This design comes from an exercise in tuning for a short achievable clock period and few clock cycles on the open sky130 flow, not from production work. Function was checked by simulation only, so behaviour that the tests miss may differ from the original. No activity file was given, so power comes from the tool's default toggle rates.

==> design/flow/design.v <==
package rv_core_pkg;
  typedef logic [32-1:0] word_t;
  typedef logic [$clog2(32)-1:0] reg_idx_t;
  typedef struct packed {
    logic [6:0] funct7;
    reg_idx_t   rs2;
    reg_idx_t   rs1;
    logic [2:0] funct3;
    reg_idx_t   rd;
    logic [6:0] opcode;
  } r_fmt_t;
  typedef struct packed {
    logic [11:0] imm12;
    reg_idx_t    rs1;
    logic [2:0]  funct3;
    reg_idx_t    rd;
    logic [6:0]  opcode;
  } i_fmt_t;
  typedef struct packed {
    logic [6:0] imm_hi;
    reg_idx_t   rs2;
    reg_idx_t   rs1;
    logic [2:0] funct3;
    logic [4:0] imm_lo;
    logic [6:0] opcode;
  } s_b_fmt_t;
  typedef struct packed {
    logic [19:0] imm20;
    reg_idx_t    rd;
    logic [6:0]  opcode;
  } u_j_fmt_t;
  typedef union packed {
    r_fmt_t   r_fmt;
    i_fmt_t   i_fmt;
    s_b_fmt_t s_b_fmt;
    u_j_fmt_t u_j_fmt;
  } inst_u;
  typedef enum logic [3:0] {
    ALU_ADD, ALU_SUB, ALU_AND, ALU_OR, ALU_XOR, ALU_SLT,
    ALU_SLTU, ALU_SLL, ALU_SRL, ALU_SRA, ALU_PASS_B
  } alu_op_e;
  typedef enum logic [2:0] {BR_EQ, BR_NE, BR_LT, BR_GE, BR_LTU, BR_GEU} br_op_e;
  typedef enum logic [2:0] {
    CLS_ALU, CLS_BRANCH, CLS_JAL, CLS_CSR_READ, CLS_CSR_WRITE, CLS_NOP
  } inst_class_e;
endpackage
`timescale 1ns/10ps
module rv_regfile (
  input  logic                  clk,
  input  logic                  reset,
  input  rv_core_pkg::reg_idx_t rs1_i,
  input  rv_core_pkg::reg_idx_t rs2_i,
  output rv_core_pkg::word_t    rs1_data_o,
  output rv_core_pkg::word_t    rs2_data_o,
  input  logic                  wen_i,
  input  rv_core_pkg::reg_idx_t waddr_i,
  input  rv_core_pkg::word_t    wdata_i
);
  rv_core_pkg::word_t regs [0:32-1];
  always_ff @(posedge clk) begin
    if (reset) begin
      for (int i = 0; i < 32; i++) begin
        regs[i] <= '0;
      end
    end else if (wen_i && waddr_i != '0) begin
      regs[waddr_i] <= wdata_i;
    end
  end
  assign rs1_data_o = regs[rs1_i];
  assign rs2_data_o = regs[rs2_i];
endmodule
`timescale 1ns/10ps
module rv_alu (
  input  rv_core_pkg::word_t   rs1_data_i,
  input  rv_core_pkg::word_t   rs2_data_i,
  input  rv_core_pkg::word_t   imm_i,
  input  logic                 use_imm_i,
  input  rv_core_pkg::alu_op_e alu_op_i,
  input  rv_core_pkg::br_op_e  br_op_i,
  output rv_core_pkg::word_t   result_o,
  output logic                 br_taken_o
);
  rv_core_pkg::word_t      op_b;
  logic [4:0] shamt;
  assign op_b  = use_imm_i ? imm_i : rs2_data_i;
  assign shamt = op_b[4:0];
  always_comb begin
    case (alu_op_i)
      rv_core_pkg::ALU_ADD:    result_o = rs1_data_i + op_b;
      rv_core_pkg::ALU_SUB:    result_o = rs1_data_i - op_b;
      rv_core_pkg::ALU_AND:    result_o = rs1_data_i & op_b;
      rv_core_pkg::ALU_OR:     result_o = rs1_data_i | op_b;
      rv_core_pkg::ALU_XOR:    result_o = rs1_data_i ^ op_b;
      rv_core_pkg::ALU_SLT:    result_o = rv_core_pkg::word_t'($signed(rs1_data_i) < $signed(op_b));
      rv_core_pkg::ALU_SLTU:   result_o = rv_core_pkg::word_t'(rs1_data_i < op_b);
      rv_core_pkg::ALU_SLL:    result_o = rs1_data_i << shamt;
      rv_core_pkg::ALU_SRL:    result_o = rs1_data_i >> shamt;
      rv_core_pkg::ALU_SRA:    result_o = rv_core_pkg::word_t'($signed(rs1_data_i) >>> shamt);
      rv_core_pkg::ALU_PASS_B: result_o = op_b;
      default:    result_o = rs1_data_i + op_b;
    endcase
  end
  always_comb begin
    case (br_op_i)
      rv_core_pkg::BR_EQ:   br_taken_o = (rs1_data_i == rs2_data_i);
      rv_core_pkg::BR_NE:   br_taken_o = (rs1_data_i != rs2_data_i);
      rv_core_pkg::BR_LT:   br_taken_o = ($signed(rs1_data_i) < $signed(rs2_data_i));
      rv_core_pkg::BR_GE:   br_taken_o = ($signed(rs1_data_i) >= $signed(rs2_data_i));
      rv_core_pkg::BR_LTU:  br_taken_o = (rs1_data_i < rs2_data_i);
      rv_core_pkg::BR_GEU:  br_taken_o = (rs1_data_i >= rs2_data_i);
      default: br_taken_o = 1'b0;
    endcase
  end
endmodule
`timescale 1ns/10ps
module rv_inst_decode (
  input  logic                     clk,
  input  logic                     reset,
  input  logic                     inst_load_i,
  input  rv_core_pkg::word_t       inst_i,
  output rv_core_pkg::inst_class_e class_o,
  output logic                     is_stream_csr_o,
  output rv_core_pkg::reg_idx_t    rd_o,
  output rv_core_pkg::reg_idx_t    rs1_o,
  output rv_core_pkg::reg_idx_t    rs2_o,
  output rv_core_pkg::word_t       imm_o,
  output logic                     use_imm_o,
  output rv_core_pkg::alu_op_e     alu_op_o,
  output rv_core_pkg::br_op_e      br_op_o
);
  localparam logic [6:0] OPC_OP     = 7'b0110011;
  localparam logic [6:0] OPC_OP_IMM = 7'b0010011;
  localparam logic [6:0] OPC_LUI    = 7'b0110111;
  localparam logic [6:0] OPC_BRANCH = 7'b1100011;
  localparam logic [6:0] OPC_JAL    = 7'b1101111;
  localparam logic [6:0] OPC_SYSTEM = 7'b1110011;
  localparam logic [2:0] F3_CSRRW   = 3'b001;
  localparam logic [2:0] F3_CSRRS   = 3'b010;
  rv_core_pkg::inst_u      inst_q;
  logic [2:0] funct3;
  logic [6:0] funct7;
  logic       is_op;
  logic       is_shift;
  logic       alt_op;
  logic       funct7_ok;
  rv_core_pkg::word_t      imm_i_type;
  rv_core_pkg::word_t      imm_shamt;
  rv_core_pkg::word_t      imm_b_type;
  rv_core_pkg::word_t      imm_u_type;
  rv_core_pkg::word_t      imm_j_type;
  always_ff @(posedge clk) begin
    if (reset) begin
      inst_q <= '0;
    end else if (inst_load_i) begin
      inst_q <= inst_i;
    end
  end
  assign funct3   = inst_q.r_fmt.funct3;
  assign funct7   = inst_q.r_fmt.funct7;
  assign rd_o     = inst_q.r_fmt.rd;
  assign rs1_o    = inst_q.r_fmt.rs1;
  assign rs2_o    = inst_q.r_fmt.rs2;
  assign is_op    = (inst_q.r_fmt.opcode == OPC_OP);
  assign is_shift = (funct3[1:0] == 2'b01);
  assign alt_op    = funct7[5] && (is_op || funct3 == 3'b101);
  assign funct7_ok = (funct7 == 7'b0000000) ||
                     (funct7 == 7'b0100000 && (funct3 == 3'b101 || (is_op && funct3 == 3'b000)));
  assign imm_i_type = {{20{inst_q.i_fmt.imm12[11]}}, inst_q.i_fmt.imm12};
  assign imm_shamt  = {27'b0, inst_q.r_fmt.rs2};
  assign imm_b_type = {{20{inst_q.s_b_fmt.imm_hi[6]}}, inst_q.s_b_fmt.imm_lo[0],
                       inst_q.s_b_fmt.imm_hi[5:0], inst_q.s_b_fmt.imm_lo[4:1], 1'b0};
  assign imm_u_type = {inst_q.u_j_fmt.imm20, 12'b0};
  assign imm_j_type = {{12{inst_q.u_j_fmt.imm20[19]}}, inst_q.u_j_fmt.imm20[7:0],
                       inst_q.u_j_fmt.imm20[8], inst_q.u_j_fmt.imm20[18:9], 1'b0};
  always_comb begin
    class_o         = rv_core_pkg::CLS_NOP;
    is_stream_csr_o = 1'b0;
    imm_o           = imm_i_type;
    use_imm_o       = 1'b0;
    br_op_o         = rv_core_pkg::BR_EQ;
    case (funct3)
      3'b000:  alu_op_o = alt_op ? rv_core_pkg::ALU_SUB : rv_core_pkg::ALU_ADD;
      3'b001:  alu_op_o = rv_core_pkg::ALU_SLL;
      3'b010:  alu_op_o = rv_core_pkg::ALU_SLT;
      3'b011:  alu_op_o = rv_core_pkg::ALU_SLTU;
      3'b100:  alu_op_o = rv_core_pkg::ALU_XOR;
      3'b101:  alu_op_o = alt_op ? rv_core_pkg::ALU_SRA : rv_core_pkg::ALU_SRL;
      3'b110:  alu_op_o = rv_core_pkg::ALU_OR;
      default: alu_op_o = rv_core_pkg::ALU_AND;
    endcase
    case (inst_q.r_fmt.opcode)
      OPC_OP: begin
        class_o = funct7_ok ? rv_core_pkg::CLS_ALU : rv_core_pkg::CLS_NOP;
      end
      OPC_OP_IMM: begin
        class_o   = (!is_shift || funct7_ok) ? rv_core_pkg::CLS_ALU : rv_core_pkg::CLS_NOP;
        use_imm_o = 1'b1;
        imm_o     = is_shift ? imm_shamt : imm_i_type;
      end
      OPC_LUI: begin
        class_o   = rv_core_pkg::CLS_ALU;
        use_imm_o = 1'b1;
        imm_o     = imm_u_type;
        alu_op_o  = rv_core_pkg::ALU_PASS_B;
      end
      OPC_BRANCH: begin
        class_o = rv_core_pkg::CLS_BRANCH;
        imm_o   = imm_b_type;
        case (funct3)
          3'b000:  br_op_o = rv_core_pkg::BR_EQ;
          3'b001:  br_op_o = rv_core_pkg::BR_NE;
          3'b100:  br_op_o = rv_core_pkg::BR_LT;
          3'b101:  br_op_o = rv_core_pkg::BR_GE;
          3'b110:  br_op_o = rv_core_pkg::BR_LTU;
          3'b111:  br_op_o = rv_core_pkg::BR_GEU;
          default: class_o = rv_core_pkg::CLS_NOP;
        endcase
      end
      OPC_JAL: begin
        class_o = rv_core_pkg::CLS_JAL;
        imm_o   = imm_j_type;
      end
      OPC_SYSTEM: begin
        if (funct3 == F3_CSRRS) begin
          class_o         = rv_core_pkg::CLS_CSR_READ;
          is_stream_csr_o = (inst_q.i_fmt.imm12 == 12'hFC0);
        end else if (funct3 == F3_CSRRW) begin
          class_o         = rv_core_pkg::CLS_CSR_WRITE;
          is_stream_csr_o = (inst_q.i_fmt.imm12 == 12'h7C0);
        end
      end
      default: begin
        class_o = rv_core_pkg::CLS_NOP;
      end
    endcase
  end
endmodule
`timescale 1ns/10ps
module rv_core_ctrl (
  input  logic                     clk,
  input  logic                     reset,
  output rv_core_pkg::word_t       imem_req_addr_o,
  output logic                     imem_req_val_o,
  input  logic                     imem_req_rdy_i,
  input  logic                     imem_resp_val_i,
  output logic                     imem_resp_rdy_o,
  input  rv_core_pkg::word_t       mngr2proc_msg_i,
  input  logic                     mngr2proc_val_i,
  output logic                     mngr2proc_rdy_o,
  output logic                     proc2mngr_val_o,
  input  logic                     proc2mngr_rdy_i,
  output logic                     inst_load_o,
  input  rv_core_pkg::inst_class_e class_i,
  input  logic                     is_stream_csr_i,
  input  rv_core_pkg::word_t       imm_i,
  input  logic                     br_taken_i,
  input  rv_core_pkg::word_t       alu_result_i,
  output logic                     rf_wen_o,
  output rv_core_pkg::word_t       rf_wdata_o
);
  typedef enum logic [1:0] {ST_IDLE, ST_IREQ, ST_IWAIT, ST_EXEC} state_e;
  state_e state_q;
  state_e state_d;
  rv_core_pkg::word_t  pc_q;
  rv_core_pkg::word_t  pc_plus4;
  logic   csr_read;
  logic   csr_write;
  logic   exec_done;
  logic   redirect;
  assign pc_plus4  = pc_q + rv_core_pkg::word_t'(4);
  assign csr_read  = (class_i == rv_core_pkg::CLS_CSR_READ) && is_stream_csr_i;
  assign csr_write = (class_i == rv_core_pkg::CLS_CSR_WRITE) && is_stream_csr_i;
  assign redirect  = (class_i == rv_core_pkg::CLS_JAL) || (class_i == rv_core_pkg::CLS_BRANCH && br_taken_i);
  assign imem_req_addr_o = pc_q;
  assign imem_req_val_o  = (state_q == ST_IREQ);
  assign imem_resp_rdy_o = (state_q == ST_IWAIT);
  assign inst_load_o     = imem_resp_rdy_o && imem_resp_val_i;
  assign mngr2proc_rdy_o = (state_q == ST_EXEC) && csr_read;
  assign proc2mngr_val_o = (state_q == ST_EXEC) && csr_write;
  assign exec_done = (state_q == ST_EXEC) && !(csr_read && !mngr2proc_val_i) &&
                     !(csr_write && !proc2mngr_rdy_i);
  assign rf_wen_o = exec_done && (class_i == rv_core_pkg::CLS_ALU || class_i == rv_core_pkg::CLS_JAL || csr_read);
  always_comb begin
    case (class_i)
      rv_core_pkg::CLS_JAL:      rf_wdata_o = pc_plus4;
      rv_core_pkg::CLS_CSR_READ: rf_wdata_o = mngr2proc_msg_i;
      default:      rf_wdata_o = alu_result_i;
    endcase
  end
  always_comb begin
    state_d = state_q;
    case (state_q)
      ST_IDLE: state_d = ST_IREQ;
      ST_IREQ: begin
        if (imem_req_rdy_i) begin
          state_d = ST_IWAIT;
        end
      end
      ST_IWAIT: begin
        if (imem_resp_val_i) begin
          state_d = ST_EXEC;
        end
      end
      default: begin
        if (exec_done) begin
          state_d = ST_IDLE;
        end
      end
    endcase
  end
  always_ff @(posedge clk) begin
    if (reset) begin
      state_q <= ST_IDLE;
      pc_q    <= 32'h0000_0200;
    end else begin
      state_q <= state_d;
      if (exec_done) begin
        pc_q <= redirect ? pc_q + imm_i : pc_plus4;
      end
    end
  end
endmodule
`timescale 1ns/10ps
module rv_core (
  input  logic               clk,
  input  logic               reset,
  output rv_core_pkg::word_t imem_req_addr_o,
  output logic               imem_req_val_o,
  input  logic               imem_req_rdy_i,
  input  rv_core_pkg::word_t imem_resp_data_i,
  input  logic               imem_resp_val_i,
  output logic               imem_resp_rdy_o,
  input  rv_core_pkg::word_t mngr2proc_msg_i,
  input  logic               mngr2proc_val_i,
  output logic               mngr2proc_rdy_o,
  output rv_core_pkg::word_t proc2mngr_msg_o,
  output logic               proc2mngr_val_o,
  input  logic               proc2mngr_rdy_i
);
  logic        inst_load;
  rv_core_pkg::inst_class_e inst_class;
  logic        is_stream_csr;
  rv_core_pkg::reg_idx_t    rd;
  rv_core_pkg::reg_idx_t    rs1;
  rv_core_pkg::reg_idx_t    rs2;
  rv_core_pkg::word_t       imm;
  logic        use_imm;
  rv_core_pkg::alu_op_e     alu_op;
  rv_core_pkg::br_op_e      br_op;
  rv_core_pkg::word_t       rs1_data;
  rv_core_pkg::word_t       rs2_data;
  rv_core_pkg::word_t       alu_result;
  logic        br_taken;
  logic        rf_wen;
  rv_core_pkg::word_t       rf_wdata;
  assign proc2mngr_msg_o = rs1_data;
  rv_core_ctrl i_ctrl (
    .clk             (clk),
    .reset           (reset),
    .imem_req_addr_o (imem_req_addr_o),
    .imem_req_val_o  (imem_req_val_o),
    .imem_req_rdy_i  (imem_req_rdy_i),
    .imem_resp_val_i (imem_resp_val_i),
    .imem_resp_rdy_o (imem_resp_rdy_o),
    .mngr2proc_msg_i (mngr2proc_msg_i),
    .mngr2proc_val_i (mngr2proc_val_i),
    .mngr2proc_rdy_o (mngr2proc_rdy_o),
    .proc2mngr_val_o (proc2mngr_val_o),
    .proc2mngr_rdy_i (proc2mngr_rdy_i),
    .inst_load_o     (inst_load),
    .class_i         (inst_class),
    .is_stream_csr_i (is_stream_csr),
    .imm_i           (imm),
    .br_taken_i      (br_taken),
    .alu_result_i    (alu_result),
    .rf_wen_o        (rf_wen),
    .rf_wdata_o      (rf_wdata)
  );
  rv_inst_decode i_decode (
    .clk             (clk),
    .reset           (reset),
    .inst_load_i     (inst_load),
    .inst_i          (imem_resp_data_i),
    .class_o         (inst_class),
    .is_stream_csr_o (is_stream_csr),
    .rd_o            (rd),
    .rs1_o           (rs1),
    .rs2_o           (rs2),
    .imm_o           (imm),
    .use_imm_o       (use_imm),
    .alu_op_o        (alu_op),
    .br_op_o         (br_op)
  );
  rv_regfile i_regfile (
    .clk        (clk),
    .reset      (reset),
    .rs1_i      (rs1),
    .rs2_i      (rs2),
    .rs1_data_o (rs1_data),
    .rs2_data_o (rs2_data),
    .wen_i      (rf_wen),
    .waddr_i    (rd),
    .wdata_i    (rf_wdata)
  );
  rv_alu i_alu (
    .rs1_data_i (rs1_data),
    .rs2_data_i (rs2_data),
    .imm_i      (imm),
    .use_imm_i  (use_imm),
    .alu_op_i   (alu_op),
    .br_op_i    (br_op),
    .result_o   (alu_result),
    .br_taken_o (br_taken)
  );
endmodule
==> design/flow/run.sh <==
#!/bin/bash
# synth_recipe.tcl (not shown) runs the flow's synth.tcl, then flattens the netlist and writes it again
# the make line also repeats each setting of config.mk as NAME=value (left out here)
make -C /OpenROAD-flow-scripts/flow DESIGN_CONFIG=/design/flow/config.mk WORK_HOME=/design/flow/orfs CLKGATE_MAP_FILE= SYNTH_SCRIPT=/design/flow/synth_recipe.tcl finish
==> design/flow/config.mk <==
export PLATFORM = sky130hd
export DESIGN_NAME = rv_core
export DESIGN_NICKNAME = rv_core
export VERILOG_FILES = /design/flow/design.v
export SDC_FILE = /design/flow/constraint.sdc
export NUM_CORES = 4
export LEC_CHECK = 0
export CAP_MARGIN = 20
export CORE_MARGIN = 2
export CORE_UTILIZATION = 40
export SLEW_MARGIN = 20
==> design/flow/constraint.sdc <==
create_clock -name core_clock -period 10.0 [get_ports {clk}]
set_input_delay 2.0000 -clock core_clock [delete_from_list [all_inputs] [get_ports {clk}]]
set_output_delay 2.0000 -clock core_clock [all_outputs]
set_load 0.01 [all_outputs]
==> metrics.cfg <==
[run_status]
outcome = finished clean

[yosys]
synthArstFlopShare = 0
syn_area_sq_mm = 0.0699
ys_warn_count = 4
synth.avg_cell_area_sq_um = 11.1
synth-main-ff-cell = edfxtp_1
syn_inst = 6294
ys_seq_area_frac = 0.462
ys_types = 111
yosysTopAreaCellShare = 0.440
synth.most_common_cell = edfxtp_1
synthTopCellsByArea = edfxtp_1, mux4_2, mux2i_1
synth_common_cells = edfxtp_1, nor2_1, mux2i_1
synth_top_area_cell = edfxtp_1
ys_seq_elements = 1100
synth-edff-count = 1024

[setup_path]
endpoint_kind = flop
reg2reg_slack_ns = 1.28
cp_max_fo = 38
path_class = reg -> reg
startpoint_type = flop
crit_arrival_ns = 9.40
cp.required_ns = 10.68

[place]
io_buffers = 137
dpl.hpwl_mm = 219
globalplace.congestion = 1.04
place_ws_ns = 1.55

[route]
vias = 59600
drtPass1Iterations = 7
drc = 0
via_per_inst = 6.86
drt_iter0_drc = 10300
ant_nets = 0
drt-total-wl_mm = 327
post_drt_wl_per_cell_microns = 37.6

[layout]
drive_gt1_frac = 0.171
fin_nets = 6506
syn_to_final_growth_pct = 11.8
fillers = 16000

[power_and_ir_drop]
p_per_area_mw_per_mm2 = 226
static-leakage-power_uw = 0.0262
max-vdd-ir-drop_mv = 0.188

[sta]
rsz0062_at_grt = no
finalSetupViolations = 0
period_needed_ns = 8.72
finalHoldViolations = 0
layout_setup_ws_ns = 1.28
fmaxAchievable_mhz = 115
skew_ns = 0.0575
drv_slew = 0
max_slew_margin = 0.0871
fin_crit_sh = 0.872
tightest_slew_ns = 1.33
fin_tns_setup_ns = 0

[floorplan]
core_area_sq_mm = 0.174
die_w_microns = 422
die-area_sq_mm = 0.178
io-pin-count = 138
row_count = 153
die_h_microns = 422
initial_core_util = 0.402

[global_route]
grt_overflow = 0
grt_pass1_vias = 55900
grt_pass1_wl_mm = 449
grt_max_degree = 99
grt_util_all_layers = 0.358
antenna_found_initial = 9

[clock_tree]
cts_buffers = 121
cts_tree = yes
htree_levels = 3
hold_buffers = 0
insertion_delay_ns = 0.80
cts_setup_buffers = 0
cts_resized = 0
path_clk_slew_ns = 0.06
cts.sinks = 1100
clockBufferDepth = 3
cts-root-buf = clkbuf_16

[hold_path]
hp-class = reg -> reg
hold_start = i_decode.inst_q[3]

[flow_run]
drv_cap = 0

[final timing paths]
path	cells after the start	endpoint
setup reg to reg	19	i_ctrl.pc_q[9]
setup / recovery	19	i_ctrl.pc_q[9]
hold reg to reg	2	i_decode.inst_q[3]
hold / removal	2	i_decode.inst_q[3]
[registers in the layout, summed over array words and instances (netlist names), named ones only]
register,count
i_decode.inst_q,32
i_regfile.regs,1024
i_ctrl.pc_q,32
i_ctrl.state_q,2
[report_power, final]
part	switching [uW]	total (uW)	internal [uW]
clock network	2010	4690	2680
logic	5530	7590	2070
registers	175	5370	5190
total	7710	17600	9940
[through the flow]
step / util / total power [uW] / std cells / instance area, sq um / hold slack, ns
floorplan: - / 9980 / 6325 / 70000 / 0.464
global placement: 0.426 / 12700 / 8470 / 74000 / 0.505
detailed placement: 0.426 / 12700 / 8471 / 74000 / 0.513
CTS: 0.450 / 17400 / 8692 / 78100 / 0.520
global route: 0.450 / 18100 / 8695 / 78100 / 0.539
finish: 0.450 / 17600 / 8698 / 78100 / 0.538
[final cells by class]
cell class | count | area, sq um | share of cell area
Clock buffer | 140 | 3140 | 0.0402
Antenna cell | 5 | 12.5 | 0.000160
Clock inverter | 81 | 908 | 0.0116
Tap cell | 2325 | 2910 | 0.0372
Sequential cell | 1100 | 32300 | 0.413
Inverter | 132 | 495 | 0.00634
Timing Repair Buffer | 397 | 3480 | 0.0446
Multi-Input combinational cell | 4518 | 34900 | 0.446
[cells in the final DEF, fill, tap and decap left out, types with 122 or more instances in the layout]
cell type / netlist / layout
nand2_1: 396 / 364
nor3_1: 180 / 177
a22oi_1: 188 / 187
clkdlybuf4s50_1: 0 / 136
nor2_1: 1010 / 998
edfxtp_1: 1024 / 1024
buf_4: 16 / 247
mux4_2: 359 / 359
o22ai_1: 141 / 139
o21ai_0: 167 / 165
mux2i_1: 489 / 487
clkbuf_16: 0 / 122
inv_1: 125 / 125
ha_1: 164 / 164
a21oi_1: 297 / 296
[logic make-up (layout without fill, tap and decap cells)]
| kind of cell | Yosys count | in the layout | synth area share |
|---|---|---|---|
| adder cells (fa/ha/maj) | 166 | 166 | 0.0299 |
| AND/OR/NAND/NOR | 2095 | 2095 | 0.135 |
| AO/OA/AOI/OAI | 1259 | 1259 | 0.121 |
| other | 1 | 37 | 0.0000537 |
| buffers and inverters | 707 | 750 | 0.0498 |
| multiplexers | 880 | 880 | 0.191 |
| XOR/XNOR | 86 | 86 | 0.0108 |
| flip-flops | 1100 | 1100 | 0.462 |
[routing by layer]
metal  GRT usage  wire length, microns
met5           0                    12
met3       0.104                 45500
met1       0.463                116000
met4       0.239                 27300
met2       0.519                138000
[worst max-delay path, cell delays in order, from the launching register on]
cell      delay (ns)
dfxtp_2         1.07
nand4b_1        0.51
buf_4           0.50
buf_4           0.35
o22ai_1         0.14
nor4_1          0.37
nand3_1         0.57
buf_4           0.43
ha_1            0.32
nand4_1         0.13
nor3_1          0.64
nand3_1         0.38
a221oi_1        0.90
a221o_1         0.42
nor2_1          0.11
mux2i_1         0.17
o311ai_4        0.55
buf_4           0.48
o21ai_0         0.13
a221o_1         0.36
Testbench counts, summed over its fixed seeds: cycles 46,036.

## what the ideal ports hide
The flow's constraints put no driver on any port. The routed layout listed below was extracted and timed again, unchanged, in two steps.
Step 1: set_driving_cell puts a clkbuf_16 on clk and a buf_2 on each other input, an assumption about the parent block.
Step 2 moves the port delays by t, midway between the first and last clock arrival at a register: inputs arrive t later, outputs are due t later. That takes back most of the time a late clock gives input paths.
Slacks: no drivers / after step 1 / after step 2; pairs: no drivers / after step 1.
t (ns): 0.855
setup slack, ns: 1.279 / 1.279 / 1.279
cell pins on the clock port's net: 1
After both steps this run still meets setup and hold. The setup slack of this run moves by 0.000 ns with the drivers and by 0.000 ns with both steps.
